Source: an optimization exercise on an open RTL-to-GDS flow (aim: small area and a short achievable clock period). Production flows keep margins and buffers that such runs may drop.
The RTL was checked by simulation tests, not by an equivalence proof against the original design.
Power and IR drop assume default switching activity.

==> flow/design.v <==
`default_nettype none
package rdmx_ctl_pkg;
    localparam int REG_DATA_W = 32;
    localparam int CNT_W      = 64;
    localparam int REG_IDX_W  = 8;
    localparam int TDATA_W    = 512;
    localparam int SEQ_W      = 32;
    localparam int RESET_HOLD_CYCLES = 1000;
    localparam int RST_CNT_W         = $clog2(RESET_HOLD_CYCLES + 1);
    localparam logic [CNT_W-1:0] PCI_BASE_RST = 64'h1_0000_0000;
    localparam logic [CNT_W-1:0] PCI_SIZE_RST = 64'h1_0000_0000;
    typedef enum logic [REG_IDX_W-1:0] {
        REG_STATUS     = 8'd0,
        REG_ERRORS     = 8'd1,
        REG_GOOD_H     = 8'd2,
        REG_GOOD_L     = 8'd3,
        REG_BAD_H      = 8'd4,
        REG_BAD_L      = 8'd5,
        REG_PCI_BASE_H = 8'd6,
        REG_PCI_BASE_L = 8'd7,
        REG_PCI_SIZE_H = 8'd8,
        REG_PCI_SIZE_L = 8'd9,
        REG_RESET      = 8'd10,
        REG_CLEAR      = 8'd11,
        REG_LOOPBACK   = 8'd34,
        REG_PAUSE_PCI  = 8'd35
    } reg_index_e;
    typedef enum logic [1:0] {
        RESP_OKAY   = 2'd0,
        RESP_SLVERR = 2'd2,
        RESP_DECERR = 2'd3
    } resp_e;
    typedef struct packed {
        logic                  valid;
        logic [REG_IDX_W-1:0]  index;
        logic [REG_DATA_W-1:0] data;
    } reg_wr_t;
    typedef struct packed {
        logic                 valid;
        logic [REG_IDX_W-1:0] index;
    } reg_rd_req_t;
    typedef struct packed {
        logic                  valid;
        logic [REG_DATA_W-1:0] data;
        resp_e                 resp;
    } reg_rd_t;
    typedef struct packed {
        logic good;
        logic bad;
        logic range_err;
    } pkt_event_t;
    typedef struct packed {
        logic [1:0] ddr_cal;
        logic       pcs_aligned;
    } async_status_t;
    typedef struct packed {
        logic [TDATA_W-1:0] tdata;
        logic               tvalid;
        logic               tready;
        logic               tlast;
    } stream_beat_t;
    typedef struct packed {
        logic [CNT_W-1:0] base;
        logic [CNT_W-1:0] size;
    } pci_cfg_t;
    typedef struct packed {
        logic [CNT_W-1:0] good;
        logic [CNT_W-1:0] bad;
        logic [3:0]       errors;
        logic [2:0]       status;
        logic             reset_active;
        logic             pause_active;
        logic             loopback;
        pci_cfg_t         pci;
    } status_view_t;
endpackage
`default_nettype wire
`default_nettype none
module seq_bit (
    input  logic f,
    input  logic p,
    input  logic f_lo,
    input  logic p_lo,
    output logic m
);
    assign m = (f ^ p) ^ (p_lo & ~f_lo);
endmodule
module seq_check (
    input  logic        clk,
    input  logic        clr,
    input  logic [31:0] stream_hi,
    input  logic        beat,
    output logic        seq_error
);
    logic [31:0] seq_prior, prior_n;
    logic [31:0] miss;
    assign miss[0] = ~(stream_hi[0] ^ seq_prior[0]);
    genvar i;
    for (i = 1; i < 32; i++) begin : g_bit
        seq_bit u_b (
            .f    (stream_hi[i]),
            .p    (seq_prior[i]),
            .f_lo (stream_hi[i-1]),
            .p_lo (seq_prior[i-1]),
            .m    (miss[i])
        );
    end
    ld_word #(.W(32)) u_prior (
        .a (!clr & beat),
        .b (!clr & !beat),
        .d (stream_hi),
        .q (seq_prior),
        .n (prior_n)
    );
    always_ff @(posedge clk) begin
        seq_prior <= prior_n;
        seq_error <= !clr && (seq_error || (beat && (stream_hi != 32'd0) && (miss != 32'd0)));
    end
endmodule
`default_nettype wire
`default_nettype none
module pkt_counter (
    input  logic        clk,
    input  logic        clr,
    input  logic        ld_h,
    input  logic        ld_l,
    input  logic [31:0] wd,
    input  logic        inc,
    output logic [63:0] count
);
    logic [63:0] count_n;
    wire a_h = !clr && ld_h;
    wire a_l = !clr && ld_l;
    wire b_h = !clr && !ld_h;
    wire b_l = !clr && !ld_l;
    count_next #(.N(8), .ONES(1'b1)) u_next (
        .inc(inc),
        .ok ({{4{!ld_l}}, {4{!ld_h}}}),
        .a  ({{4{a_h}}, {4{a_l}}}),
        .b  ({{4{b_h}}, {4{b_l}}}),
        .d  ({wd, wd}),
        .q  (count),
        .n  (count_n)
    );
    always_ff @(posedge clk) begin
        count <= count_n;
    end
endmodule
module event_capture (
    input  logic        clk,
    input  logic        clr,
    input  logic [31:0] wd,
    input  logic        w_good_h,
    input  logic        w_good_l,
    input  logic        w_bad_h,
    input  logic        w_bad_l,
    input  logic [2:0]  events,
    input  logic [2:0]  async_status,
    output logic [63:0] good_count,
    output logic [63:0] bad_count,
    output logic        range_err,
    output logic [2:0]  sync_q
);
    logic [2:0] sync_meta;
    always_ff @(posedge clk) begin
        sync_meta <= async_status;
        sync_q    <= sync_meta;
    end
    pkt_counter u_good (
        .clk(clk), .clr(clr), .ld_h(w_good_h), .ld_l(w_good_l), .wd(wd),
        .inc(events[2]), .count(good_count)
    );
    pkt_counter u_bad (
        .clk(clk), .clr(clr), .ld_h(w_bad_h), .ld_l(w_bad_l), .wd(wd),
        .inc(events[1]), .count(bad_count)
    );
    always_ff @(posedge clk) begin
        range_err <= !clr && (range_err || events[0]);
    end
endmodule
`default_nettype wire
`default_nettype none
module ld_word #(
    parameter int W = 32
) (
    input  logic         a,
    input  logic         b,
    input  logic [W-1:0] d,
    input  logic [W-1:0] q,
    output logic [W-1:0] n
);
    assign n = ({W{a}} & d) | ({W{b}} & q);
endmodule
module tgate8 (
    input  logic       g,
    input  logic [7:1] pre,
    output logic [7:1] t_n
);
    assign t_n = ~({7{g}} & pre);
endmodule
module step_bitn (
    input  logic a,
    input  logic b,
    input  logic d,
    input  logic q,
    input  logic t_n,
    output logic n
);
    assign n = (a & d) | (b & (q ^ ~t_n));
endmodule
module step_bit0 (
    input  logic a,
    input  logic b,
    input  logic d,
    input  logic q,
    input  logic g,
    output logic n
);
    assign n = (a & d) | (b & (q ^ g));
endmodule
module and2m (
    input  logic c,
    input  logic q,
    output logic y
);
    assign y = c & q;
endmodule
module all8 #(
    parameter bit ONES = 1'b1
) (
    input  logic [7:0] q,
    output logic       all
);
    assign all = ONES ? (&q) : ~(|q);
endmodule
module prefix8 #(
    parameter bit ONES = 1'b1
) (
    input  logic [7:0] q,
    output logic [7:2] pre,
    output logic       all
);
    if (ONES) begin : g_up
        and2m u_l2 (.c(q[0]), .q(q[1]), .y(pre[2]));
        genvar j;
        for (j = 2; j < 7; j++) begin : g_link
            and2m u_l (.c(pre[j]), .q(q[j]), .y(pre[j+1]));
        end
        all8 #(.ONES(1'b1)) u_all (.q(q), .all(all));
    end else begin : g_down
        always_comb begin
            logic p;
            p = ~q[0];
            for (int j = 1; j < 8; j++) begin
                p = p & ~q[j];
                if (j < 7) pre[j+1] = p;
            end
            all = p;
        end
    end
endmodule
module group_en #(
    parameter int N = 8
) (
    input  logic         inc,
    input  logic [N-1:0] ok,
    input  logic [N-1:0] all,
    output logic [N-1:0] g
);
    logic [N-1:0] low;
    always_comb begin
        logic p;
        p = 1'b1;
        for (int k = 0; k < N; k++) begin
            low[k] = p;
            p = p & all[k];
        end
    end
    assign g = {N{inc}} & ok & low;
endmodule
module count_next #(
    parameter int N    = 8,
    parameter bit ONES = 1'b1
) (
    input  logic           inc,
    input  logic [N-1:0]   ok,
    input  logic [N-1:0]   a,
    input  logic [N-1:0]   b,
    input  logic [8*N-1:0] d,
    input  logic [8*N-1:0] q,
    output logic [8*N-1:0] n
);
    logic [N-1:0]   all, g;
    logic [8*N-1:1] pre;
    group_en #(.N(N)) u_ge (.inc(inc), .ok(ok), .all(all), .g(g));
    genvar k, j;
    for (k = 0; k < N; k++) begin : g_grp
        prefix8 #(.ONES(ONES)) u_p (.q(q[8*k +: 8]), .pre(pre[8*k+2 +: 6]), .all(all[k]));
        assign pre[8*k+1] = ONES ? q[8*k] : ~q[8*k];
        step_bit0 u_s0 (
            .a(a[k]), .b(b[k]), .d(d[8*k]), .q(q[8*k]), .g(g[k]), .n(n[8*k])
        );
        logic [7:1] t_n;
        tgate8 u_t (.g(g[k]), .pre(pre[8*k+1 +: 7]), .t_n(t_n));
        for (j = 1; j < 8; j++) begin : g_bit
            step_bitn u_s (
                .a(a[k]), .b(b[k]), .d(d[8*k+j]), .q(q[8*k+j]), .t_n(t_n[j]), .n(n[8*k+j])
            );
        end
    end
endmodule
module ctl_regs (
    input  logic         clk,
    input  logic         resetn,
    input  logic [31:0]  wd,
    input  logic         w_base_h,
    input  logic         w_base_l,
    input  logic         w_size_h,
    input  logic         w_size_l,
    input  logic         w_loop,
    input  logic         w_pause,
    input  logic         w_reset,
    output logic [127:0] pci,
    output logic         loopback,
    output logic         pause_pci,
    output logic         rst_run
);
    localparam logic [9:0] LFSR_SEED = 10'h001;
    localparam logic [9:0] LFSR_LAST = 10'h3d6;
    logic [127:0] pci_q, pci_n;
    wire  [3:0]   we  = {w_base_h, w_base_l, w_size_h, w_size_l};
    genvar k;
    for (k = 0; k < 4; k++) begin : g_pci
        ld_word #(.W(32)) u_w (
            .a (resetn & we[k]),
            .b (resetn & ~we[k]),
            .d (wd),
            .q (pci_q[32*k +: 32]),
            .n (pci_n[32*k +: 32])
        );
    end
    always_ff @(posedge clk) begin
        pci_q <= pci_n | {31'd0, !resetn, 63'd0, !resetn, 32'd0};
    end
    assign pci = pci_q;
    always_ff @(posedge clk) begin
        if (!resetn)     loopback <= 1'b0;
        else if (w_loop) loopback <= wd[0];
    end
    logic [31:0] pause_count, pause_n;
    count_next #(.N(4), .ONES(1'b0)) u_pause (
        .inc(pause_pci),
        .ok ({4{~w_pause}}),
        .a  ({4{resetn & w_pause}}),
        .b  ({4{resetn & ~w_pause}}),
        .d  (wd),
        .q  (pause_count),
        .n  (pause_n)
    );
    always_ff @(posedge clk) begin
        pause_count <= pause_n;
        pause_pci   <= resetn && (w_pause ? (wd != 32'd0) : (pause_count[31:1] != 31'd0));
    end
    logic [9:0] rst_lfsr;
    always_ff @(posedge clk) begin
        if (w_reset) rst_lfsr <= LFSR_SEED;
        else         rst_lfsr <= {rst_lfsr[8:0], rst_lfsr[9] ^ rst_lfsr[6]};
        if (!resetn)                               rst_run <= 1'b0;
        else if (w_reset)                          rst_run <= 1'b1;
        else if (rst_run && rst_lfsr == LFSR_LAST) rst_run <= 1'b0;
    end
endmodule
`default_nettype wire
`default_nettype none
module read_mux (
    input  logic         clk,
    input  logic         resetn,
    input  logic [8:0]   reg_rd_req,
    input  logic [2:0]   status,
    input  logic [3:0]   errors,
    input  logic [63:0]  good_count,
    input  logic [63:0]  bad_count,
    input  logic [127:0] pci,
    input  logic         rst_run,
    input  logic         loopback,
    input  logic         pause_pci,
    output logic [34:0]  reg_rd
);
    wire [7:0] ri = reg_rd_req[7:0];
    wire        hi0 = (ri[7:4] == 4'h0);
    wire        hi2 = (ri[7:4] == 4'h2);
    logic [15:0] lo;
    always_comb begin
        for (int k = 0; k < 16; k++) lo[k] = (ri[3:0] == 4'(k));
    end
    wire s_stat  = hi0 && lo[0];
    wire s_err   = hi0 && lo[1];
    wire s_gh    = hi0 && lo[2];
    wire s_gl    = hi0 && lo[3];
    wire s_bh    = hi0 && lo[4];
    wire s_bl    = hi0 && lo[5];
    wire s_pbh   = hi0 && lo[6];
    wire s_pbl   = hi0 && lo[7];
    wire s_psh   = hi0 && lo[8];
    wire s_psl   = hi0 && lo[9];
    wire s_rst   = hi0 && lo[10];
    wire s_loop  = hi2 && lo[2];
    wire s_pause = hi2 && lo[3];
    wire sel_ok = (hi0 && (ri[3:0] <= 4'd10)) || (hi2 && (ri[3:1] == 3'd1));
    wire [7:0] sel8 = {s_psl, s_psh, s_pbl, s_pbh, s_bl, s_bh, s_gl, s_gh};
    wire [31:0] sel_data;
    genvar k;
    for (k = 0; k < 32; k++) begin : g_bit
        rd_bit u_bit (
            .sel (sel8),
            .d   ({pci[k], pci[32+k], pci[64+k], pci[96+k],
                   bad_count[k], bad_count[32+k], good_count[k], good_count[32+k]}),
            .x   (sel_data[k])
        );
    end
    logic        rd_valid, rd_err;
    logic [31:0] rd_data;
    always_ff @(posedge clk) begin
        rd_valid <= resetn && reg_rd_req[8];
        rd_data  <= sel_data | {28'd0, s_err ? errors : {1'b0, s_stat ? status : 3'd0}}
                          | {31'd0, (s_rst && rst_run) || (s_loop && loopback) || (s_pause && pause_pci)};
        rd_err   <= !sel_ok;
    end
    assign reg_rd = {rd_valid, rd_data, rd_err, rd_err};
endmodule
`default_nettype wire
module rd_bit (
    input  logic [7:0] sel,
    input  logic [7:0] d,
    output logic       x
);
    assign x = |(sel & d);
endmodule
`default_nettype none
module pd_hi (
    input  logic [3:0] x,
    output logic       is0,
    output logic       is2
);
    assign is0 = (x == 4'h0);
    assign is2 = (x == 4'h2);
endmodule
module pd_mid (
    input  logic [1:0] x,
    output logic [3:0] y
);
    assign y = 4'b0001 << x;
endmodule
module pd_lo (
    input  logic       v,
    input  logic [1:0] x,
    output logic [3:0] y
);
    assign y = {4{v}} & (4'b0001 << x);
endmodule
module and3m (
    input  logic [2:0] x,
    output logic       y
);
    assign y = &x;
endmodule
module wr_dec (
    input  logic        wv,
    input  logic [7:0]  wi,
    output logic [11:0] w
);
    logic       h0, h2;
    logic [3:0] m, l;
    pd_hi  u_h (.x(wi[7:4]), .is0(h0), .is2(h2));
    pd_mid u_m (.x(wi[3:2]), .y(m));
    pd_lo  u_l (.v(wv), .x(wi[1:0]), .y(l));
    genvar k;
    for (k = 0; k < 10; k++) begin : g_w
        and3m u_a (.x({h0, m[(k + 2) >> 2], l[(k + 2) & 3]}), .y(w[k]));
    end
    and3m u_a34 (.x({h2, m[0], l[2]}), .y(w[10]));
    and3m u_a35 (.x({h2, m[0], l[3]}), .y(w[11]));
endmodule
module rdmx_control (
    input  logic                        clk,
    input  logic                        resetn,
    input  logic [40:0]                 reg_wr,
    output logic                        wr_done,
    output logic [1:0]                  wr_resp,
    input  logic [8:0]                  reg_rd_req,
    output logic [34:0]                 reg_rd,
    input  logic [2:0]                  events,
    input  logic [1:0]                  overflow,
    input  logic [2:0]                  async_status,
    input  logic [514:0]                stream,
    output logic [127:0]                pci,
    output logic                        loopback,
    output logic                        pause_pci,
    output logic                        resetn_out
);
    wire        wv = reg_wr[40];
    wire [7:0]  wi = reg_wr[39:32];
    wire [31:0] wd = reg_wr[31:0];
    logic w_good_h, w_good_l, w_bad_h, w_bad_l, w_base_h, w_base_l;
    logic w_size_h, w_size_l, w_reset, w_clear, w_loop, w_pause;
    wr_dec u_wr_dec (
        .wv(wv), .wi(wi),
        .w({w_pause, w_loop, w_clear, w_reset, w_size_l, w_size_h,
            w_base_l, w_base_h, w_bad_l, w_bad_h, w_good_l, w_good_h})
    );
    wire wr_ok = ((wi[7:4] == 4'h0) && (wi[3:0] >= 4'd2) && (wi[3:0] <= 4'd11))
              || ((wi[7:4] == 4'h2) && (wi[3:1] == 3'd1));
    logic wr_err;
    always_ff @(posedge clk) begin
        wr_done <= resetn && wv;
        wr_err  <= !wr_ok;
    end
    assign wr_resp = {wr_err, wr_err};
    logic        rst_run;
    logic [63:0] good_count, bad_count;
    logic        range_err, seq_error;
    logic [2:0]  sync_q;
    ctl_regs u_ctl_regs (
        .clk       (clk),
        .resetn    (resetn),
        .wd        (wd),
        .w_base_h  (w_base_h),
        .w_base_l  (w_base_l),
        .w_size_h  (w_size_h),
        .w_size_l  (w_size_l),
        .w_loop    (w_loop),
        .w_pause   (w_pause),
        .w_reset   (w_reset),
        .pci       (pci),
        .loopback  (loopback),
        .pause_pci (pause_pci),
        .rst_run   (rst_run)
    );
    assign resetn_out = resetn && !rst_run;
    wire clr = !resetn || rst_run || w_clear;
    event_capture u_event_capture (
        .clk          (clk),
        .clr          (clr),
        .wd           (wd),
        .w_good_h     (w_good_h),
        .w_good_l     (w_good_l),
        .w_bad_h      (w_bad_h),
        .w_bad_l      (w_bad_l),
        .events       (events),
        .async_status (async_status),
        .good_count   (good_count),
        .bad_count    (bad_count),
        .range_err    (range_err),
        .sync_q       (sync_q)
    );
    seq_check u_seq_check (
        .clk       (clk),
        .clr       (clr),
        .stream_hi (stream[514:483]),
        .beat      (stream[2] && stream[1]),
        .seq_error (seq_error)
    );
    read_mux u_read_mux (
        .clk        (clk),
        .resetn     (resetn),
        .reg_rd_req (reg_rd_req),
        .status     (sync_q),
        .errors     ({seq_error, overflow, range_err}),
        .good_count (good_count),
        .bad_count  (bad_count),
        .pci        (pci),
        .rst_run    (rst_run),
        .loopback   (loopback),
        .pause_pci  (pause_pci),
        .reg_rd     (reg_rd)
    );
endmodule
`default_nettype wire
==> flow/flow/run.sh <==
#!/bin/bash
# Standard layout, with every port buffered by the smallest buffer
# instead of the resizer's default pick (a delay cell on sky130hd).
set -euo pipefail
export BUFFER_PORTS_ARGS="-buffer_cell sky130_fd_sc_hd__buf_1"
bash standard.sh > standard_flow.log 2>&1
==> flow/standard.sh <==
#!/bin/bash
# synth_recipe.tcl (not shown) runs the flow's synth.tcl, then flattens the netlist and writes it again
# the make line also repeats each setting of config.mk as NAME=value (left out here)
make -C /OpenROAD-flow-scripts/flow DESIGN_CONFIG=/design/flow/config.mk WORK_HOME=/design/flow/orfs CLKGATE_MAP_FILE= SYNTH_SCRIPT=/design/flow/synth_recipe.tcl "${@:-finish}"
==> flow/config.mk <==
export PLATFORM = sky130hd
export DESIGN_NAME = rdmx_control
export DESIGN_NICKNAME = rdmx_control
export VERILOG_FILES = /design/flow/design.v
export SDC_FILE = /design/flow/constraint.sdc
export NUM_CORES = 4
export LEC_CHECK = 0
export CAP_MARGIN = 20
export CORE_MARGIN = 2
export CORE_UTILIZATION = 40
export SETUP_SLACK_MARGIN = 2.8
export SLEW_MARGIN = 20
export SYNTH_HIERARCHICAL = 1
export SYNTH_MINIMUM_KEEP_SIZE = 0
==> flow/constraint.sdc <==
create_clock -name core_clock -period 5.0 [get_ports {clk}]
set_input_delay 1.0000 -clock core_clock [delete_from_list [all_inputs] [get_ports {clk}]]
set_output_delay 1.0000 -clock core_clock [all_outputs]
set_load 0.01 [all_outputs]
==> results of run 1 <==
[sequential cells by signal, indices dropped and copies added (netlist names), 3 cells and up]
register,flops
u_seq_check.seq_prior,32
u_ctl_regs.rst_lfsr,10
u_event_capture.u_bad.count,64
u_ctl_regs.pci_q,128
u_event_capture.u_good.count,64
u_read_mux.rd_data,32
u_event_capture.sync_meta,3
u_ctl_regs.pause_count,32
u_event_capture.sync_q,3
[final timing paths]
| kind | end | slack, ns | cells after the start |
|---|---|---|---|
| worst min-delay path | u_event_capture.sync_q[2]$_DFF_P_ | 0.33 | 0 |
| worst max register to register | u_ctl_regs.pause_count[29]$_DFF_P_ | 2.88 | 7 |
| worst min register to register | u_event_capture.sync_q[2]$_DFF_P_ | 0.33 | 0 |
| worst max-delay path | resetn_out | 2.63 | 3 |
[layer usage]
layer	vias to the layer above	GRT usage, %
li1	7067	-
met1	7524	37.34
met2	687	43.23
met3	90	6.406
met4	0	7.875
met5	-	0
[cell usage in the layout, fill, tap and decap left out, types with 13 or more instances in the layout]
cell       instances
dfxtp_1          373
a22o_1           310
buf_1            244
xnor2_1          203
nand2_1          136
a22oi_1          129
and2_1           100
buf_4             82
nand4_1           68
clkbuf_16         43
nor2b_1           41
nor2_4            32
nor2_1            24
buf_12            22
xor2_1            21
inv_1             20
nor4_1            19
nor4_2            13
nand2_2           13
[power by group through the flow]
stage	sequential (mW)	clock [mW]	combinational [mW]
floorplan	3.39	0	0.986
CTS	3.38	3.43	1.30
finish	3.40	3.38	1.34
global placement	3.44	0	1.22
detailed placement	3.44	0	1.24
global route	3.41	3.55	1.45
[final cells by class]
type / instances / area, µm² / area share [%]
timing repair buffer: 367 / 2137 / 9.850
clock buffer: 58 / 1242 / 5.727
inverter: 26 / 107.6 / 0.4960
sequential: 377 / 7555 / 34.82
tap: 539 / 674.4 / 3.108
multi-input combinational: 1245 / 9704 / 44.73
clock inverter: 20 / 275.3 / 1.269
[through the flow]
| stage | total power, mW | utilization (%) |
|---|---|---|
| after floorplan | 4.380 | - |
| after global routing | 8.412 | 51.72 |
| after detailed placement | 4.689 | 44.89 |
| after global placement | 4.664 | 44.89 |
| after CTS | 8.115 | 50.92 |
| final | 8.119 | 51.72 |
[repair_timing]
action,CTS,global route
buffers inserted,54,21
gates cloned,18,2
endpoints found under the hold margin,0,0
gates resized for setup,69,42
endpoints found under the setup margin,359,214
pin swaps,33,28
[worst register-to-register path, stage by stage (launching register included)]
cell and delay (ns):
dfxtp_1 0.38, or4_4 0.60, nor2_2 0.19, nand3_2 0.15
nor2_4 0.22, nand2_1 0.10, xnor2_1 0.14, a22o_1 0.21
==> results.sh, run 1 <==
export IMPL_status="no timing/DRC/antenna violations"
export IMPL_num_fill_cells=3830
export IMPL_p_sw_mw=2.241
export IMPL_post_place_ws_ns=1.525
export IMPL_first_iter_violations=1451
export IMPL_drt_first_pass_iters=5
export IMPL_holdWs_ns=0.3265
export IMPL_syn_area_um2=17020
export IMPL_rsz0062_at_grt="yes"
export IMPL_ys_warn_count=15
export IMPL_combPwrFrac_pct=16.5
export IMPL_clockBufferDepth=3
export IMPL_fp_row_count=75
export IMPL_intPower_mw=5.878
export IMPL_worst_path_max_fanout=2
export IMPL_dpl_instance_area_um2=18830
export IMPL_grt_pass1_wl_mm=92.22
export IMPL_routed_wl_met2_mm=28.57
export IMPL_rr_startpoint="u_ctl_regs.pause_count[8]$_DFF_P_"
export IMPL_crit_slowest_cell="nor2b_4"
export IMPL_worstPathCellList="buf_12 > nor2b_4 > buf_6"
export IMPL_route_detailed_drc=0
export IMPL_worst_path_largest_cell_delay_ns=0.16
export IMPL_track_usage_pct=27.37
export IMPL_cts_tree="built"
export IMPL_drt_met1_wl_mm=27.81
export IMPL_start_util_pct=40.57
export IMPL_clkSlewWorstSetupHoldPaths_ns=0.06
export IMPL_cts_max_level=2
export IMPL_first_global_vias=14520
export IMPL_final_setup_worst_slack_ns=2.633
export IMPL_cp_num_buf_inv=2
export IMPL_syn_area_per_cell_um2=10.21
export IMPL_power_leakage_nw=7.906
export IMPL_finalHoldViolCount=0
export IMPL_ios=744
export IMPL_crit_family="buffers and inverters"
export IMPL_cp_data_arrival_time_ns=1.37
export IMPL_start_kind="input port"
export IMPL_cts_made_buffers=42
export IMPL_worstSkewPairLatency_ns=0.58
export IMPL_placedCellCount=2459
export IMPL_routed_top_layer="met4"
export IMPL_crit_start="resetn"
export IMPL_antenna_found_initial=0
export IMPL_min_period_over_period_pct=47.34
export IMPL_hold_path_class="register to register"
export IMPL_tns_ns=0
export IMPL_grt_max_degree=34
export IMPL_place_gp_congestion=0.8912
export IMPL_vias=15370
export IMPL_gr_total_overflow=0
export IMPL_tightest_slew_ns=0.8507
export IMPL_final_nets=2634
export IMPL_powerDensity_nw_per_um2=374.2
export IMPL_layout_drive_gt1_share_pct=16.72
export IMPL_p_clk_share_pct=41.6
export IMPL_die_area_um2=44210
export IMPL_syn_to_final_growth_pct=27.50
export IMPL_fmax_ghz=0.4225
export IMPL_setup_worst_path_end_class="primary output"
export IMPL_finalWirelength_mm=63.59
export IMPL_die_w_um=210.3
export IMPL_finalNonFillerCells=2632
export IMPL_die_y_um=210.3
export IMPL_clockRootBuffer="clkbuf_16"
export IMPL_layout_min_cycle_time_ns=2.367
export IMPL_io_buffer_count=262
export IMPL_cp_required_ns=4.00
export IMPL_maxCapViolations=0
export IMPL_cts_sinks=377
export IMPL_wl_met3_mm=5.725
export IMPL_swShare_pct=27.60
export IMPL_synthCells=1666
export IMPL_dp_hpwl_mm=39.27
export IMPL_seq_power_share_pct=41.9
export IMPL_final_max_slew_viol_count=0
export IMPL_setup_violations=0
export IMPL_vias_per_cell=5.839
export IMPL_finalClockSkew_ns=0.03013
export IMPL_ctsHoldBuffers=0
export IMPL_routedWlPerCell_um=24.16
export IMPL_stdcell_area_um2=21700
export IMPL_ant_nets=0
export IMPL_peakVddDrop_uv=242.1
export IMPL_path_class="input port to primary output"
export IMPL_hp_start="u_event_capture.sync_meta[2]$_DFF_P_"
export IMPL_core_area_um2=41950
export IMPL_synth_nets=2241
export IMPL_slew_headroom_pct=43.15
export IMPL_antenna_cells=0
==> run 2: changes to the inputs <==
--- a/flow/config.mk
+++ b/flow/config.mk
@@ -8,6 +8,9 @@
 export CAP_MARGIN = 20
 export CORE_MARGIN = 2
 export CORE_UTILIZATION = 40
+export CTS_BUF_LIST = sky130_fd_sc_hd__clkbuf_8
+export CTS_CLUSTER_DIAMETER = 60
+export CTS_CLUSTER_SIZE = 14
 export SETUP_SLACK_MARGIN = 2.8
 export SLEW_MARGIN = 20
 export SYNTH_HIERARCHICAL = 1
==> results.sh, run 2 <==
export IMPL_peakVddDrop_uv=178.5
export IMPL_grt_pass1_wl_mm=90.49
export IMPL_multiInputGateArea_um2=9718
export IMPL_start_util_pct=40.57
export IMPL_ios=744
export IMPL_cp_data_arrival_time_ns=1.37
export IMPL_drt_first_pass_iters=5
export IMPL_synthCells=1666
export IMPL_first_global_vias=14310
export IMPL_status="no timing/DRC/antenna violations"
export IMPL_seq_area_um2=7607
export IMPL_final_common_cell="dfxtp_1"
export IMPL_syn_to_final_growth_pct=23.68
export IMPL_clockRootBuffer="clkbuf_8"
export IMPL_fmax_ghz=0.4219
export IMPL_core_area_um2=41950
export IMPL_whs_path_depth=0
export IMPL_synth_nets=2241
export IMPL_min_period_over_period_pct=47.40
export IMPL_routedWlPerCell_um=23.85
export IMPL_p_total_mw=6.781
export IMPL_cts_sinks=377
export IMPL_vias_per_cell=5.871
export IMPL_cts_made_buffers=39
export IMPL_finalHoldViolCount=0
export IMPL_vias=15260
export IMPL_die_w_um=210.3
export IMPL_setup_violations=0
export IMPL_route_detailed_drc=0
export IMPL_antenna_cells=0
export IMPL_clockBufferDepth=3
export IMPL_worst_path_max_fanout=2
export IMPL_tns_ns=0
export IMPL_path_class="input port to primary output"
export IMPL_die_area_um2=44210
export IMPL_powerDensity_nw_per_um2=322.2
export IMPL_rr_startpoint="u_event_capture.u_good.count[38]$_DFF_P_"
export IMPL_ctsHoldBuffers=0
export IMPL_antenna_found_initial=0
export IMPL_top_regs="u_ctl_regs.pci_q (128), u_event_capture.u_bad.count (64), u_event_capture.u_good.count (64)"
export IMPL_syn_area_um2=17020
export IMPL_cts_tree="built"
export IMPL_tightest_slew_ns=0.8539
export IMPL_largest_register="u_ctl_regs.pci_q"
export IMPL_final_max_slew_viol_count=0
export IMPL_layout_drive_gt1_share_pct=22.48
export IMPL_finalWirelength_mm=61.98
export IMPL_fp_row_count=75
export IMPL_fin_util_pct=50.17
export IMPL_syn_area_per_cell_um2=10.21
export IMPL_grt_max_degree=34
export IMPL_r2r_cells=8
export IMPL_slew_headroom_pct=42.94
export IMPL_gr_total_overflow=0
export IMPL_worstSkewPairLatency_ns=0.63
export IMPL_num_fill_cells=3921
export IMPL_ant_nets=0
export IMPL_finalClockSkew_ns=0.02653
export IMPL_regToRegSetupSlack_ns=2.86
export IMPL_final_nets=2615
export IMPL_first_iter_violations=1386
export IMPL_largest_reg_flops=128
export IMPL_io_buffer_count=262
export IMPL_maxCapViolations=0
export IMPL_place_gp_congestion=0.8912
export IMPL_rsz0062_at_grt="yes"
export IMPL_clkSlewWorstSetupHoldPaths_ns=0.08
export IMPL_power_leakage_nw=7.944
export IMPL_hp_start="u_event_capture.sync_meta[2]$_DFF_P_"
export IMPL_layout_min_cycle_time_ns=2.370
export IMPL_hold_path_class="register to register"
export IMPL_hold_end="u_event_capture.sync_q[2]$_DFF_P_"
export IMPL_cp_required_ns=4.00
export IMPL_cts_max_level=2
export IMPL_start_kind="input port"
export IMPL_dp_hpwl_mm=39.27
export IMPL_track_usage_pct=26.82
export IMPL_setup_worst_path_end_class="primary output"
export IMPL_die_y_um=210.3
export IMPL_ys_warn_count=15
export IMPL_final_cell_mix="dfxtp_1 (331), a22o_1 (310), xnor2_1 (201)"
export IMPL_r2r_end="u_event_capture.u_good.count[62]$_DFF_P_"
[run 2: per-stage QoR]
step / setup WS (ns) / instances / cell area (µm²) / hold WS (ns)
finish: 2.630 / 2599 / 21050 / 0.3320
global route: 2.620 / 2599 / 21050 / 0.3459
CTS: 2.633 / 2574 / 20480 / 0.3339
detailed placement: 1.525 / 2459 / 18830 / 0.3132
global placement: 1.569 / 2459 / 18830 / 0.3123
floorplan: 2.330 / 1666 / 17340 / 0.3096
[run 2: worst max-delay path: stages]
cell,delay [ns]
buf_12,0.08
nor2b_4,0.16
buf_6,0.12
[run 2: report_power, final]
part           total [mW]  internal, mW  switching [mW]  leakage (nW)
Clock                2.05         0.858            1.19         0.396
Sequential           3.39          3.16           0.221          3.07
Combinational        1.34         0.657           0.687          4.47
[run 2: worst max-delay path by stage]
stage | from | endpoint
3_3_place_gp | reg_wr[38] | u_ctl_regs.pci_q[11]$_DFF_P_
2_1_floorplan | reg_rd_req[4] | u_read_mux.rd_data[0]$_DFF_P_
3_5_place_dp | reg_wr[38] | u_ctl_regs.pci_q[13]$_DFF_P_
4_1_cts | resetn | resetn_out
6_report | resetn | resetn_out
5_1_grt | resetn | resetn_out
[run 2: area by class of cell]
cell class	count	share of cell area [%]
clock buffers	42	2.747
well taps	539	3.204
multi-input cells	1241	46.17
repair buffers	355	10.35
inverters	26	0.5469
flip-flops and latches	377	36.15
clock inverters	19	0.8323
[run 2: timing repair]
action | in CTS | in global routing
pin swaps | 27 | 25
endpoints found under the hold margin | 0 | 0
buffers inserted | 40 | 24
gates resized for setup | 160 | 116
gates cloned | 14 | 1
endpoints found under the setup margin | 450 | 224
[run 2: per-layer routing]
| metal | global-route usage (%) | wire [µm] |
|---|---|---|
| met1 | 36.69 | 26970 |
| met2 | 42.69 | 28000 |
| met3 | 5.200 | 5251 |
| met4 | 8.511 | 1756 |
| met5 | 0 | 0 |
==> run 3: changes to the inputs <==
--- a/flow/config.mk
+++ b/flow/config.mk
@@ -11,7 +11,7 @@
 export CTS_BUF_LIST = sky130_fd_sc_hd__clkbuf_8
 export CTS_CLUSTER_DIAMETER = 60
 export CTS_CLUSTER_SIZE = 14
-export SETUP_SLACK_MARGIN = 2.8
+export SETUP_SLACK_MARGIN = 2.66
 export SLEW_MARGIN = 20
 export SYNTH_HIERARCHICAL = 1
 export SYNTH_MINIMUM_KEEP_SIZE = 0
==> results.sh, run 3 <==
export IMPL_fmax_ghz=0.4211
export IMPL_worst_path_max_fanout=3
export IMPL_power_leakage_nw=7.413
export IMPL_peakVddDrop_uv=211.5
export IMPL_largest_register="u_ctl_regs.pci_q"
export IMPL_maxCapViolations=0
export IMPL_path_class="input port to primary output"
export IMPL_worst_path_largest_cell_delay_ns=0.18
export IMPL_gr_total_overflow=0
export IMPL_start_util_pct=40.57
export IMPL_core_area_um2=41950
export IMPL_setup_worst_path_end_class="primary output"
export IMPL_clkSlewWorstSetupHoldPaths_ns=0.08
export IMPL_ios=744
export IMPL_top_regs="u_ctl_regs.pci_q (128), u_event_capture.u_bad.count (64), u_event_capture.u_good.count (64)"
export IMPL_antenna_found_initial=2
export IMPL_finalClockSkew_ns=0.03835
export IMPL_num_fill_cells=3968
export IMPL_setup_violations=0
export IMPL_die_w_um=210.3
export IMPL_rsz0062_at_grt="yes"
export IMPL_routedWlPerCell_um=23.52
export IMPL_grt_pass1_wl_mm=89.26
export IMPL_route_detailed_drc=0
export IMPL_worstPathCellList="buf_12 > nor2b_4 > buf_6"
export IMPL_fin_util_pct=49.25
export IMPL_cts_tree="built"
export IMPL_first_global_vias=14130
export IMPL_slew_headroom_pct=47.31
export IMPL_start_kind="input port"
export IMPL_cp_data_arrival_time_ns=1.37
export IMPL_die_y_um=210.3
export IMPL_largest_reg_flops=128
export IMPL_clockRootBuffer="clkbuf_8"
export IMPL_synthCells=1666
export IMPL_powerDensity_nw_per_um2=332.0
export IMPL_status="no timing/DRC/antenna violations"
export IMPL_layout_drive_gt1_share_pct=13.65
export IMPL_synth_nets=2241
export IMPL_track_usage_pct=26.74
export IMPL_final_cell_mix="dfxtp_1 (376), a22o_1 (310), buf_1 (258)"
export IMPL_crit_slowest_cell="nor2b_4"
export IMPL_ys_warn_count=15
export IMPL_fp_row_count=75
export IMPL_syn_area_um2=17020
export IMPL_cp_required_ns=4.00
export IMPL_vias=15250
export IMPL_final_nets=2620
export IMPL_tns_ns=0
export IMPL_cts_sinks=377
export IMPL_layout_min_cycle_time_ns=2.374
export IMPL_tightest_slew_ns=0.7903
export IMPL_finalHoldViolCount=0
export IMPL_syn_to_final_growth_pct=21.41
export IMPL_io_buffer_count=262
export IMPL_worstSkewPairLatency_ns=0.63
export IMPL_ctsHoldBuffers=0
export IMPL_clockBufferDepth=3
export IMPL_final_common_cell="dfxtp_1"
export IMPL_final_max_slew_viol_count=0
export IMPL_min_period_over_period_pct=47.49
export IMPL_vias_per_cell=5.850
export IMPL_dp_hpwl_mm=38.94
export IMPL_crit_family="buffers and inverters"
export IMPL_cts_max_level=2
export IMPL_cts_made_buffers=38
export IMPL_drt_first_pass_iters=6
export IMPL_die_area_um2=44210
export IMPL_syn_area_per_cell_um2=10.21
export IMPL_ant_nets=0
export IMPL_multiInputGateArea_um2=9557
export IMPL_use_met2_pct=40.95
export IMPL_grtUsageMet1_pct=37.37
export IMPL_place_gp_congestion=0.8854
export IMPL_grt_max_degree=34
export IMPL_hold_path_class="register to register"
export IMPL_first_iter_violations=1390
export IMPL_seq_area_um2=7548
export IMPL_finalWirelength_mm=61.29
export IMPL_top_usage_layer="met2"
export IMPL_cp_num_buf_inv=2
export IMPL_grt_met3_usage_pct=4.917
## run 3: changes by cell type in the layout (fill, tap and decap cells not counted), sizes merged
| cell | delta |
|---|---|
| buf | +20 |
| nor4 | -1 |
| clkbuf | -14 |
| bufinv | +3 |
| clkinv | -2 |
| clkinvlp | +1 |
| nor2 | +2 |
| diode | +1 |
| inv | -3 |
## run 3: repair_timing
| item | CTS | global route |
|---|---|---|
| buffers inserted | 39 | 25 |
| gates cloned | 13 | 3 |
| endpoints found under the hold margin | 0 | 0 |
| resized for setup | 29 | 25 |
| pin swaps | 21 | 9 |
| endpoints found under the setup margin | 264 | 274 |
## run 3: worst register-to-register path, stage by stage (launching register included)
cell     delay [ns]
dfxtp_1        0.43
nand4_1        0.15
nor2_1         0.45
nand4_4        0.33
nor3_4         0.31
buf_12         0.15
nand2_1        0.07
xnor2_1        0.14
a22o_1         0.20
## run 3: power breakdown
group	internal, mW	switching (mW)	total (mW)
Clock	1.01	1.16	2.18
Sequential	3.16	0.219	3.38
Combinational	0.643	0.656	1.30
Total	4.82	2.04	6.86
## run 3: path summary, 6_finish.rpt
kind | from | end | slack (ns) | cells after the start
setup / recovery | resetn | resetn_out | 2.63 | 3
hold / removal | u_event_capture.sync_meta[1]$_DFF_P_ | u_event_capture.sync_q[1]$_DFF_P_ | 0.33 | 0
setup reg to reg | u_event_capture.u_bad.count[16]$_DFF_P_ | u_event_capture.u_bad.count[54]$_DFF_P_ | 2.68 | 8
hold reg to reg | u_event_capture.sync_meta[1]$_DFF_P_ | u_event_capture.sync_q[1]$_DFF_P_ | 0.33 | 0
## run 3: through the flow
| step | hold slack (ns) | worst slack, ns | power, mW | std cells | cell area (µm²) |
|---|---|---|---|---|---|
| after floorplan | 0.3096 | 2.330 | 4.362 | 1666 | 17290 |
| after global placement | 0.3115 | 1.509 | 4.643 | 2464 | 18820 |
| after detailed placement | 0.3121 | 1.501 | 4.663 | 2464 | 18820 |
| after CTS | 0.3289 | 2.495 | 6.854 | 2577 | 20240 |
| after global routing | 0.3406 | 2.599 | 7.169 | 2606 | 20660 |
| final | 0.3308 | 2.626 | 6.859 | 2606 | 20660 |
## run 3: area by class of cell
type,instances,area share [%]
Clock buffer,43,2.865
Inverter,26,0.5087
Clock inverter,18,1.042
Timing Repair Buffer,360,9.514
Antenna cell,1,0.01211
Tap cell,539,3.264
Sequential cell,377,36.54
Multi-Input combinational cell,1242,46.26
## run 3: layer usage
metal	wire [µm]	part of all wire (%)
met1	27030	44
met3	5251	8.6
met5	0	0
met4	2079	3.4
met2	26930	44
==> run 4: changes to the inputs <==
--- a/flow/design.v
+++ b/flow/design.v
@@ -135,7 +135,7 @@
     wire b_l = !clr && !ld_l;
     count_next #(.N(8), .ONES(1'b1)) u_next (
         .inc(inc),
-        .ok ({{4{!ld_l}}, {4{!ld_h}}}),
+        .blk({{4{ld_l}}, {4{ld_h}}}),
         .a  ({{4{a_h}}, {4{a_l}}}),
         .b  ({{4{b_h}}, {4{b_l}}}),
         .d  ({wd, wd}),
@@ -263,7 +263,7 @@
     parameter int N = 8
 ) (
     input  logic         inc,
-    input  logic [N-1:0] ok,
+    input  logic [N-1:0] blk,
     input  logic [N-1:0] all,
     output logic [N-1:0] g
 );
@@ -276,14 +276,14 @@
             p = p & all[k];
         end
     end
-    assign g = {N{inc}} & ok & low;
+    assign g = {N{inc}} & ~blk & low;
 endmodule
 module count_next #(
     parameter int N    = 8,
     parameter bit ONES = 1'b1
 ) (
     input  logic           inc,
-    input  logic [N-1:0]   ok,
+    input  logic [N-1:0]   blk,
     input  logic [N-1:0]   a,
     input  logic [N-1:0]   b,
     input  logic [8*N-1:0] d,
@@ -292,7 +292,7 @@
 );
     logic [N-1:0]   all, g;
     logic [8*N-1:1] pre;
-    group_en #(.N(N)) u_ge (.inc(inc), .ok(ok), .all(all), .g(g));
+    group_en #(.N(N)) u_ge (.inc(inc), .blk(blk), .all(all), .g(g));
     genvar k, j;
     for (k = 0; k < N; k++) begin : g_grp
         prefix8 #(.ONES(ONES)) u_p (.q(q[8*k +: 8]), .pre(pre[8*k+2 +: 6]), .all(all[k]));
@@ -350,7 +350,7 @@
     logic [31:0] pause_count, pause_n;
     count_next #(.N(4), .ONES(1'b0)) u_pause (
         .inc(pause_pci),
-        .ok ({4{~w_pause}}),
+        .blk({4{w_pause}}),
         .a  ({4{resetn & w_pause}}),
         .b  ({4{resetn & ~w_pause}}),
         .d  (wd),
--- a/flow/config.mk
+++ b/flow/config.mk
@@ -11,7 +11,7 @@
 export CTS_BUF_LIST = sky130_fd_sc_hd__clkbuf_8
 export CTS_CLUSTER_DIAMETER = 60
 export CTS_CLUSTER_SIZE = 14
-export SETUP_SLACK_MARGIN = 2.66
+export SETUP_SLACK_MARGIN = 2.8
 export SLEW_MARGIN = 20
 export SYNTH_HIERARCHICAL = 1
 export SYNTH_MINIMUM_KEEP_SIZE = 0
==> results.sh, run 4 <==
export IMPL_holdWs_ns=0.3307
export IMPL_start_kind="input port"
export IMPL_power_leakage_nw=7.904
export IMPL_cts_max_level=2
export IMPL_final_cell_mix="a22o_1 (310), dfxtp_1 (257), xnor2_1 (203)"
export IMPL_grt_pass1_wl_mm=90.61
export IMPL_fin_util_pct=50.25
export IMPL_finalClockSkew_ns=0.03526
export IMPL_start_util_pct=40.52
export IMPL_track_usage_pct=26.72
export IMPL_route_detailed_drc=0
export IMPL_p_clk_share_pct=29.9
export IMPL_cp_data_arrival_time_ns=1.34
export IMPL_final_nets=2613
export IMPL_p_sw_mw=2.124
export IMPL_largest_reg_flops=128
export IMPL_syn_to_final_growth_pct=24.01
export IMPL_post_place_ws_ns=1.480
export IMPL_fp_row_count=75
export IMPL_path_class="input port to primary output"
export IMPL_ctsHoldBuffers=0
export IMPL_setup_worst_path_end_class="primary output"
export IMPL_syn_area_per_cell_um2=10.29
export IMPL_status="no timing/DRC/antenna violations"
export IMPL_die_y_um=210.1
export IMPL_dp_hpwl_mm=39.84
export IMPL_first_iter_violations=1274
export IMPL_seq_power_share_pct=49.0
export IMPL_setup_violations=0
export IMPL_cts_made_buffers=37
export IMPL_clkSlewWorstSetupHoldPaths_ns=0.08
export IMPL_maxCapViolations=0
export IMPL_die_area_um2=44160
export IMPL_drt_first_pass_iters=5
export IMPL_routedWlPerCell_um=23.81
export IMPL_min_period_over_period_pct=46.86
export IMPL_clockRootBuffer="clkbuf_8"
export IMPL_synthCells=1652
export IMPL_place_gp_congestion=0.8544
export IMPL_hold_path_class="register to register"
export IMPL_final_setup_worst_slack_ns=2.657
export IMPL_worst_path_max_fanout=4
export IMPL_ant_nets=0
export IMPL_grt_max_degree=34
export IMPL_layout_min_cycle_time_ns=2.343
export IMPL_first_global_vias=14440
export IMPL_layout_drive_gt1_share_pct=26.41
export IMPL_finalHoldViolCount=0
export IMPL_swShare_pct=30.62
export IMPL_clockBufferDepth=3
export IMPL_cts_sinks=377
export IMPL_finalNonFillerCells=2596
export IMPL_cp_required_ns=4.00
export IMPL_die_w_um=210.1
export IMPL_slew_headroom_pct=44.78
export IMPL_peakVddDrop_uv=222.0
export IMPL_vias_per_cell=5.873
export IMPL_tightest_slew_ns=0.8283
export IMPL_largest_register="u_ctl_regs.pci_q"
export IMPL_tns_ns=0
export IMPL_powerDensity_nw_per_um2=329.1
export IMPL_final_common_cell="a22o_1"
export IMPL_ys_warn_count=15
export IMPL_cts_tree="built"
export IMPL_rsz0062_at_grt="yes"
export IMPL_fmax_ghz=0.4268
export IMPL_vias=15250
export IMPL_combPwrFrac_pct=21.1
export IMPL_final_max_slew_viol_count=0
export IMPL_io_buffer_count=262
export IMPL_finalWirelength_mm=61.82
export IMPL_top_regs="u_ctl_regs.pci_q (128), u_event_capture.u_bad.count (64), u_event_capture.u_good.count (64)"
export IMPL_synth_nets=2227
export IMPL_antenna_found_initial=2
export IMPL_intPower_mw=4.813
export IMPL_placedCellCount=2452
export IMPL_ios=744
export IMPL_gr_total_overflow=0
export IMPL_syn_area_um2=17000
export IMPL_core_area_um2=41950
export IMPL_worstSkewPairLatency_ns=0.63
==> run 4: what timing repair did <==
| item | 4_1_cts | 5_1_grt |
|---|---|---|
| cloned | 10 | 2 |
| endpoints found under the setup margin | 432 | 311 |
| setup buffers | 50 | 24 |
| resized for setup | 194 | 136 |
| endpoints found under the hold margin | 0 | 0 |
| pin swaps | 19 | 16 |
==> run 4: layout make-up <==
cell class / instances / area, µm²
Clock buffer: 43 / 591.8
Multi-Input combinational cell: 1236 / 9654
Fill cell: 3906 / 20870
Antenna cell: 1 / 2.502
Timing Repair Buffer: 372 / 2248
Sequential cell: 377 / 7707
Clock inverter: 14 / 147.6
Tap cell: 539 / 674.4
Inverter: 14 / 52.55
==> run 4: worst paths after layout <==
check,from,end,slack (ns),cells past startpoint
worst max-delay path,resetn,resetn_out,2.66,3
worst min-delay path,u_event_capture.sync_meta[1]$_DFF_P_,u_event_capture.sync_q[1]$_DFF_P_,0.33,0
worst max register to register,u_event_capture.u_good.count[5]$_DFF_P_,u_event_capture.u_good.count[63]$_DFF_P_,2.88,9
worst min register to register,u_event_capture.sync_meta[1]$_DFF_P_,u_event_capture.sync_q[1]$_DFF_P_,0.33,0
==> run 4: worst max-delay path, cell delays in order <==
cell and delay [ns]:
buf_12 0.10, nor2b_4 0.12, buf_6 0.12
==> run 4: power by group through the flow <==
stage | registers, mW | logic [mW] | clock network (mW)
5_1_grt | 3.42 | 1.59 | 2.22
4_1_cts | 3.39 | 1.38 | 2.11
2_1_floorplan | 3.41 | 1.05 | 0
3_3_place_gp | 3.46 | 1.29 | 0
6_report | 3.40 | 1.46 | 2.07
3_5_place_dp | 3.46 | 1.31 | 0
==> run 4: per-stage QoR <==
| step | power (mW) | cell area (µm²) |
|---|---|---|
| floorplan | 4.453 | 17310 |
| global placement | 4.746 | 18860 |
| detailed placement | 4.774 | 18860 |
| CTS | 6.882 | 20540 |
| global route | 7.226 | 21080 |
| finish | 6.937 | 21080 |
==> run 4: metal layers <==
| layer | GRT usage [%] | vias up | wire length [µm] |
|---|---|---|---|
| li1 | - | 6990 | - |
| met2 | 42.52 | 596 | 28220 |
| met4 | 9.122 | 2 | 1666 |
| met3 | 3.769 | 97 | 4177 |
| met5 | 0 | - | 12 |
| met1 | 37.19 | 7561 | 27750 |
==> run 5: changes to the inputs <==
--- a/flow/config.mk
+++ b/flow/config.mk
@@ -11,7 +11,8 @@
 export CTS_BUF_LIST = sky130_fd_sc_hd__clkbuf_8
 export CTS_CLUSTER_DIAMETER = 60
 export CTS_CLUSTER_SIZE = 14
-export SETUP_SLACK_MARGIN = 2.8
+export SETUP_SLACK_MARGIN = 2.7
 export SLEW_MARGIN = 20
 export SYNTH_HIERARCHICAL = 1
 export SYNTH_MINIMUM_KEEP_SIZE = 0
+export TNS_END_PERCENT = 0
==> results.sh, run 5 <==
export IMPL_ctsHoldBuffers=0
export IMPL_cts_made_buffers=37
export IMPL_largest_reg_flops=128
export IMPL_cts_tree="built"
export IMPL_cts_sinks=377
export IMPL_final_nets=2584
export IMPL_cts_max_level=2
export IMPL_path_class="input port to register"
export IMPL_final_cell_mix="dfxtp_1 (377), a22o_1 (310), buf_1 (259)"
export IMPL_start_util_pct=40.52
export IMPL_hold_path_class="register to register"
export IMPL_rsz0062_at_grt="yes"
export IMPL_final_common_cell="dfxtp_1"
export IMPL_ios=744
export IMPL_die_w_um=210.1
export IMPL_powerDensity_nw_per_um2=331.4
export IMPL_fin_util_pct=48.14
export IMPL_die_area_um2=44160
export IMPL_core_area_um2=41950
export IMPL_r2r_cells=8
export IMPL_top_regs="u_ctl_regs.pci_q (128), u_event_capture.u_bad.count (64), u_event_capture.u_good.count (64)"
export IMPL_final_max_slew_viol_count=0
export IMPL_whs_path_depth=0
export IMPL_maxCapViolations=0
export IMPL_track_usage_pct=25.39
export IMPL_first_global_vias=14220
export IMPL_tns_ns=0
export IMPL_routedWlPerCell_um=23.16
export IMPL_grt_pass1_wl_mm=86.42
export IMPL_die_y_um=210.1
export IMPL_vias_per_cell=5.873
export IMPL_start_kind="input port"
export IMPL_cp_required_ns=5.52
export IMPL_layout_min_cycle_time_ns=2.497
export IMPL_place_gp_congestion=0.8632
export IMPL_syn_area_um2=17000
export IMPL_fp_row_count=75
export IMPL_worst_path_max_fanout=17
export IMPL_largest_register="u_ctl_regs.pci_q"
export IMPL_io_buffer_count=262
export IMPL_dp_hpwl_mm=39.43
export IMPL_drt_first_pass_iters=5
export IMPL_num_fill_cells=3941
export IMPL_first_iter_violations=1087
export IMPL_worstSkewPairLatency_ns=0.63
export IMPL_synth_nets=2227
export IMPL_setup_violations=0
export IMPL_clkSlewWorstSetupHoldPaths_ns=0.09
export IMPL_tightest_slew_ns=0.9948
export IMPL_synthCells=1652
export IMPL_fmax_ghz=0.4005
export IMPL_slew_headroom_pct=33.61
export IMPL_syn_to_final_growth_pct=18.79
export IMPL_syn_area_per_cell_um2=10.29
export IMPL_layout_drive_gt1_share_pct=12.05
export IMPL_cp_data_arrival_time_ns=3.02
export IMPL_grt_max_degree=34
export IMPL_finalClockSkew_ns=0.04196
export IMPL_route_detailed_drc=0
export IMPL_finalHoldViolCount=0
export IMPL_clockBufferDepth=3
export IMPL_ant_nets=0
export IMPL_clockRootBuffer="clkbuf_8"
export IMPL_status="no timing/DRC/antenna violations"
export IMPL_ys_warn_count=15
export IMPL_antenna_cells=0
export IMPL_power_leakage_nw=7.099
export IMPL_min_period_over_period_pct=49.94
export IMPL_antenna_found_initial=2
export IMPL_vias=15060
export IMPL_setup_worst_path_end_class="register"
export IMPL_gr_total_overflow=0
export IMPL_finalWirelength_mm=59.39
export IMPL_peakVddDrop_uv=184.2
-- run 5: layout make-up --
cell class / count / area [µm²] / share of cell area, %
inverters: 14 / 52.55 / 0.2603
clock inverters: 16 / 137.6 / 0.6816
multi-input cells: 1233 / 9448 / 46.79
repair buffers: 346 / 1795 / 8.892
clock buffers: 39 / 536.8 / 2.658
well taps: 539 / 674.4 / 3.340
flip-flops and latches: 377 / 7547 / 37.38
-- run 5: what timing repair did --
item,4_1_cts,5_1_grt
gates cloned,4,5
endpoints found under the hold margin,0,0
setup endpoints to repair,281,285
pin swaps,2,16
gates resized for setup,21,27
setup buffers,4,37
-- run 5: worst max-delay path, stage by stage --
cell	delay [ns]
buf_1	0.10
nor3_4	0.36
nand3_1	0.28
nor2_4	0.64
buf_4	0.39
a22oi_1	0.11
nand4_1	0.14
-- run 5: stage by stage --
stage          hold slack (ns)  instance area (µm²)  setup WS, ns  power, mW  instances
3_3_place_gp            0.3110                18770         1.478      4.712       2459
3_5_place_dp            0.3168                18770         1.436      4.734       2459
6_report                0.3367                20190         2.503      6.692       2564
2_1_floorplan           0.3096                17150         2.316      4.421       1652
5_1_grt                 0.3462                20190         2.497      7.008       2564
4_1_cts                 0.3377                19640         2.412      6.683       2522
-- run 5: where the power goes --
part / internal, mW / switching, mW
Sequential: 3.17 / 0.235
Clock: 0.793 / 1.15
Combinational: 0.674 / 0.667
-- run 5: final timing paths --
check	start	end	slack, ns
max	reg_rd_req[4]	u_read_mux.rd_data[16]$_DFF_P_	2.50
min	u_event_capture.sync_meta[2]$_DFF_P_	u_event_capture.sync_q[2]$_DFF_P_	0.34
max reg2reg	u_event_capture.u_good.count[0]$_DFF_P_	u_event_capture.u_good.count[45]$_DFF_P_	2.58
min reg2reg	u_event_capture.sync_meta[2]$_DFF_P_	u_event_capture.sync_q[2]$_DFF_P_	0.34
-- run 5: metal layers --
layer	part of all wire [%]	GRT usage (%)	vias to the layer above	wire length [µm]
met2	46	41.01	616	27380
met5	0.015	0	-	9
met3	6.8	4.678	99	4034
li1	-	-	6939	-
met1	44	33.85	7402	26310
met4	2.8	9.416	2	1654
==> run 6: changes to the inputs <==
--- a/flow/config.mk
+++ b/flow/config.mk
@@ -15,4 +15,4 @@
 export SLEW_MARGIN = 20
 export SYNTH_HIERARCHICAL = 1
 export SYNTH_MINIMUM_KEEP_SIZE = 0
-export TNS_END_PERCENT = 0
+export TNS_END_PERCENT = 20
==> results.sh, run 6 <==
export IMPL_hold_path_class="register to register"
export IMPL_worstPathCellList="buf_1"
export IMPL_setup_worst_path_end_class="primary output"
export IMPL_ant_nets=0
export IMPL_finalClockSkew_ns=0.04210
export IMPL_final_max_slew_viol_count=0
export IMPL_grtUsageMet1_pct=36.60
export IMPL_fp_row_count=75
export IMPL_tns_ns=0
export IMPL_clockRootBuffer="clkbuf_8"
export IMPL_layout_drive_gt1_share_pct=12.36
export IMPL_status="no timing/DRC/antenna violations"
export IMPL_cts_made_buffers=38
export IMPL_clockBufferDepth=3
export IMPL_vias=15100
export IMPL_ctsHoldBuffers=0
export IMPL_cts_max_level=2
export IMPL_synth_nets=2227
export IMPL_cp_data_arrival_time_ns=1.45
export IMPL_final_nets=2584
export IMPL_final_common_cell="dfxtp_1"
export IMPL_grt_met3_usage_pct=4.306
export IMPL_vias_per_cell=5.871
export IMPL_dp_hpwl_mm=39.30
export IMPL_syn_to_final_growth_pct=19.56
export IMPL_cts_tree="built"
export IMPL_use_met2_pct=41.25
export IMPL_die_w_um=210.1
export IMPL_slew_headroom_pct=34.77
export IMPL_min_period_over_period_pct=49.04
export IMPL_worstSkewPairLatency_ns=0.64
export IMPL_top_usage_layer="met2"
export IMPL_peakVddDrop_uv=184.4
export IMPL_start_util_pct=40.52
export IMPL_first_iter_violations=1151
export IMPL_largest_reg_flops=128
export IMPL_fin_util_pct=48.45
export IMPL_cp_required_ns=4.00
export IMPL_drt_first_pass_iters=5
export IMPL_power_leakage_nw=7.173
export IMPL_finalHoldViolCount=0
export IMPL_clkSlewWorstSetupHoldPaths_ns=0.08
export IMPL_tightest_slew_ns=0.9762
export IMPL_antenna_found_initial=1
export IMPL_path_class="register to primary output"
export IMPL_layout_min_cycle_time_ns=2.452
export IMPL_maxCapViolations=0
export IMPL_cts_sinks=377
export IMPL_worst_path_largest_cell_delay_ns=0.62
export IMPL_crit_slowest_cell="dfxtp_1"
export IMPL_place_gp_congestion=0.8916
export IMPL_cp_num_buf_inv=1
export IMPL_p_total_mw=6.925
export IMPL_start_kind="register"
export IMPL_largest_register="u_ctl_regs.pci_q"
export IMPL_crit_family="flip-flops"
export IMPL_syn_area_um2=17000
export IMPL_grt_max_degree=34
export IMPL_top_regs="u_ctl_regs.pci_q (128), u_event_capture.u_bad.count (64), u_event_capture.u_good.count (64)"
export IMPL_route_detailed_drc=0
export IMPL_core_area_um2=41950
export IMPL_final_cell_mix="dfxtp_1 (377), a22o_1 (310), buf_1 (259)"
export IMPL_powerDensity_nw_per_um2=340.8
export IMPL_finalWirelength_mm=60.06
export IMPL_io_buffer_count=262
export IMPL_fmax_ghz=0.4078
export IMPL_rsz0062_at_grt="yes"
export IMPL_setup_violations=0
export IMPL_routedWlPerCell_um=23.35
export IMPL_worst_path_max_fanout=5
export IMPL_die_y_um=210.1
export IMPL_first_global_vias=14370
export IMPL_die_area_um2=44160
export IMPL_gr_total_overflow=0
export IMPL_syn_area_per_cell_um2=10.29
export IMPL_ios=744
export IMPL_track_usage_pct=26.53
export IMPL_grt_pass1_wl_mm=89.53
export IMPL_synthCells=1652
export IMPL_ys_warn_count=15
==> run 6: worst paths after layout <==
kind | startpoint | endpoint | slack (ns) | depth (start not counted)
setup reg to reg | u_ctl_regs.pause_count[1]$_DFF_P_ | u_ctl_regs.pause_count[14]$_DFF_P_ | 2.68 | 7
hold reg to reg | u_event_capture.sync_meta[0]$_DFF_P_ | u_event_capture.sync_q[0]$_DFF_P_ | 0.34 | 0
hold / removal | u_event_capture.sync_meta[0]$_DFF_P_ | u_event_capture.sync_q[0]$_DFF_P_ | 0.34 | 0
setup / recovery | u_ctl_regs.pause_pci$_DFF_P_ | pause_pci | 2.55 | 1
==> run 6: through the flow <==
step | setup slack, ns | instances | hold WS [ns] | instance area [µm²]
final | 2.548 | 2572 | 0.3365 | 20320
after global routing | 2.534 | 2571 | 0.3424 | 20320
after CTS | 2.481 | 2557 | 0.3363 | 20110
after detailed placement | 1.494 | 2458 | 0.3179 | 18790
after global placement | 1.552 | 2458 | 0.3105 | 18790
after floorplan | 2.330 | 1652 | 0.3096 | 17190
==> run 6: report_power, final <==
| part | total, mW | internal (mW) | switching (mW) |
|---|---|---|---|
| combinational | 1.33 | 0.673 | 0.662 |
| clock | 2.19 | 1.01 | 1.17 |
| sequential | 3.40 | 3.17 | 0.235 |
| total | 6.93 | 4.86 | 2.07 |
==> run 6: per-layer routing <==
layer / vias to the layer above / part of all wire (%)
met1: 7406 / 44
met5: - / 0
li1: 6914 / -
met2: 657 / 44
met4: 0 / 3.8
met3: 123 / 7.3
==> run 6: timing repair <==
action	CTS	global route
setup endpoints to repair	276	278
cloned	6	0
pin swaps	11	6
buffers inserted	31	12
resized for setup	24	18
==> run 6: layout make-up <==
type | count | area, µm²
diodes | 2 | 5.005
inverters | 14 | 52.55
repair buffers | 348 | 1809
clock inverters | 19 | 221.5
fillers | 4021 | 21620
multi-input cells | 1230 | 9420
flip-flops and latches | 377 | 7547
well taps | 539 | 674.4
clock buffers | 43 | 591.8
==> run 7: changes to the inputs <==
--- a/flow/config.mk
+++ b/flow/config.mk
@@ -11,8 +11,8 @@
 export CTS_BUF_LIST = sky130_fd_sc_hd__clkbuf_8
 export CTS_CLUSTER_DIAMETER = 60
 export CTS_CLUSTER_SIZE = 14
+export PLACE_DENSITY = 0.45
 export SETUP_SLACK_MARGIN = 2.7
 export SLEW_MARGIN = 20
 export SYNTH_HIERARCHICAL = 1
 export SYNTH_MINIMUM_KEEP_SIZE = 0
-export TNS_END_PERCENT = 20
==> results.sh, run 7 <==
export IMPL_status="no timing/DRC/antenna violations"
export IMPL_setup_worst_path_end_class="primary output"
export IMPL_first_global_vias=14410
export IMPL_ios=744
export IMPL_final_setup_worst_slack_ns=2.558
export IMPL_cp_data_arrival_time_ns=1.44
export IMPL_fp_row_count=75
export IMPL_largest_register="u_ctl_regs.pci_q"
export IMPL_seq_power_share_pct=50.2
export IMPL_power_leakage_nw=7.273
export IMPL_whs_path_depth=0
export IMPL_finalHoldViolCount=0
export IMPL_route_detailed_drc=0
export IMPL_final_max_slew_viol_count=0
export IMPL_syn_to_final_growth_pct=21.45
export IMPL_dp_hpwl_mm=41.72
export IMPL_slew_headroom_pct=43.01
export IMPL_first_iter_violations=1091
export IMPL_drt_first_pass_iters=5
export IMPL_cts_sinks=377
export IMPL_crit_start="resetn"
export IMPL_min_period_over_period_pct=48.85
export IMPL_stdcell_area_um2=20640
export IMPL_peakVddDrop_uv=175.1
export IMPL_r2r_cells=8
export IMPL_dpl_instance_area_um2=18860
export IMPL_finalClockSkew_ns=0.01881
export IMPL_cts_tree="built"
export IMPL_place_gp_congestion=0.8212
export IMPL_clkSlewWorstSetupHoldPaths_ns=0.08
export IMPL_final_common_cell="dfxtp_1"
export IMPL_cts_max_level=2
export IMPL_clockBufferDepth=3
export IMPL_worst_path_max_fanout=11
export IMPL_intPower_mw=4.681
export IMPL_placedCellCount=2452
export IMPL_p_total_mw=6.782
export IMPL_largest_reg_flops=128
export IMPL_cp_required_ns=4.00
export IMPL_powerDensity_nw_per_um2=328.5
export IMPL_p_clk_share_pct=29.3
export IMPL_synthCells=1652
export IMPL_ant_nets=0
export IMPL_routedWlPerCell_um=24.83
export IMPL_final_cell_mix="dfxtp_1 (374), a22o_1 (310), buf_1 (258)"
export IMPL_layout_drive_gt1_share_pct=13.90
export IMPL_maxCapViolations=0
export IMPL_setup_violations=0
export IMPL_grt_met3_usage_pct=4.485
export IMPL_worstSkewPairLatency_ns=0.63
export IMPL_hold_path_class="register to register"
export IMPL_ys_warn_count=15
export IMPL_core_area_um2=41950
export IMPL_syn_area_um2=17000
export IMPL_hp_start="u_event_capture.sync_meta[0]$_DFF_P_"
export IMPL_cts_made_buffers=37
export IMPL_tns_ns=0
export IMPL_p_sw_mw=2.101
export IMPL_fin_util_pct=49.21
export IMPL_final_nets=2605
export IMPL_grtUsageMet1_pct=38.65
export IMPL_top_regs="u_ctl_regs.pci_q (128), u_event_capture.u_bad.count (64), u_event_capture.u_good.count (64)"
export IMPL_track_usage_pct=27.92
export IMPL_io_buffer_count=262
export IMPL_syn_area_per_cell_um2=10.29
export IMPL_die_y_um=210.1
export IMPL_clockRootBuffer="clkbuf_8"
export IMPL_layout_min_cycle_time_ns=2.442
export IMPL_start_kind="input port"
export IMPL_post_place_ws_ns=1.621
export IMPL_gr_total_overflow=0
export IMPL_tightest_slew_ns=0.8528
export IMPL_antenna_cells=0
export IMPL_finalWirelength_mm=64.29
export IMPL_start_util_pct=40.52
export IMPL_die_area_um2=44160
export IMPL_holdWs_ns=0.3363
export IMPL_synth_nets=2227
export IMPL_use_met2_pct=44.36
export IMPL_combPwrFrac_pct=20.5
export IMPL_fmax_ghz=0.4094
export IMPL_vias_per_cell=5.756
export IMPL_rsz0062_at_grt="yes"
export IMPL_path_class="input port to primary output"
export IMPL_top_usage_layer="met2"
export IMPL_rr_startpoint="u_ctl_regs.pause_count[1]$_DFF_P_"
export IMPL_num_fill_cells=4016
export IMPL_die_w_um=210.1
export IMPL_grt_max_degree=34
export IMPL_grt_pass1_wl_mm=93.21
export IMPL_swShare_pct=30.98
export IMPL_antenna_found_initial=0
export IMPL_vias=14900
export IMPL_finalNonFillerCells=2589
export IMPL_ctsHoldBuffers=0
[run 7: worst paths after layout]
check / slack (ns) / to
max: 2.56 / resetn_out
min: 0.34 / u_event_capture.sync_q[0]$_DFF_P_
max reg2reg: 2.78 / u_ctl_regs.pause_count[27]$_DFF_P_
min reg2reg: 0.34 / u_event_capture.sync_q[0]$_DFF_P_
[run 7: critical path, cell delays in order]
cell,delay (ns)
buf_6,0.12
nor2b_4,0.20
buf_6,0.12
[run 7: timing repair]
item,4_1_cts,5_1_grt
endpoints found under the hold margin,0,0
resized for setup,26,31
setup endpoints to repair,295,265
pin swaps,13,10
buffers inserted,36,32
cloned,7,3
[run 7: area by class of cell]
class / count / area [µm²] / share of cell area (%)
Tap cell: 539 / 674.4 / 3.267
Inverter: 14 / 52.55 / 0.2546
Timing Repair Buffer: 366 / 2130 / 10.32
Clock inverter: 15 / 91.34 / 0.4425
Multi-Input combinational cell: 1234 / 9537 / 46.20
Sequential cell: 377 / 7553 / 36.59
Clock buffer: 44 / 605.6 / 2.934
[run 7: per-layer routing]
layer / vias up / wire (µm)
li1: 6974 / -
met1: 7380 / 29420
met2: 453 / 29660
met3: 94 / 3504
met4: 0 / 1702
met5: - / 0
[run 7: power groups by stage]
| stage | Sequential, mW | Clock [mW] | Combinational, mW |
|---|---|---|---|
| 2_1_floorplan | 3.41 | 0 | 1.03 |
| 3_3_place_gp | 3.46 | 0 | 1.29 |
| 3_5_place_dp | 3.46 | 0 | 1.30 |
| 4_1_cts | 3.40 | 2.04 | 1.34 |
| 5_1_grt | 3.43 | 2.14 | 1.52 |
| 6_report | 3.41 | 1.99 | 1.39 |

==> separate check: timing with driven ports <==
How much do the figures lean on ideal ports? The routed layouts below were timed once more, with nothing changed but the port constraints. Step 1 assumes that a clkbuf_16 drives the clock port and a buf_2 every other input. Step 2 times the ports against the registers' clock, not the clock port: input delays grow and output delays shrink by t, the midpoint of the rising clock arrivals with the driver on. Three values: ideal ports, drivers, drivers and shift; two values: the first two.
| run | t, ns | slack for setup (ns) | worst hold slack (ns) | worst setup path at the end | clock arrival spread, ns |
|---|---|---|---|---|---|
| run 1 | 0.610 | 2.633 / 2.568 / 2.175 | 0.327 / 0.327 / 0.327 | input to register | 0.031 / 0.030 |
| run 2 | 0.649 | 2.630 / 2.564 / 2.055 | 0.332 / 0.332 / 0.332 | input to register | 0.032 / 0.031 |
| run 3 | 0.665 | 2.626 / 2.564 / 2.011 | 0.331 / 0.331 / 0.331 | input to register | 0.040 / 0.040 |
| run 4 | 0.667 | 2.657 / 2.605 / 2.096 | 0.331 / 0.331 / 0.331 | input to register | 0.036 / 0.037 |
| run 5 | 0.657 | 2.503 / 2.515 / 1.872 | 0.337 / 0.337 / 0.337 | input to register | 0.043 / 0.043 |
| run 6 | 0.665 | 2.548 / 2.501 / 1.950 | 0.336 / 0.336 / 0.336 | input to register | 0.043 / 0.043 |
| run 7 | 0.662 | 2.558 / 2.518 / 2.096 | 0.336 / 0.336 / 0.336 | input to register | 0.022 / 0.022 |
After both steps setup and hold are still met in every run listed. The setup slack of run 5, which loses most, moves by +0.012 ns with the drivers and by -0.631 ns with both steps.
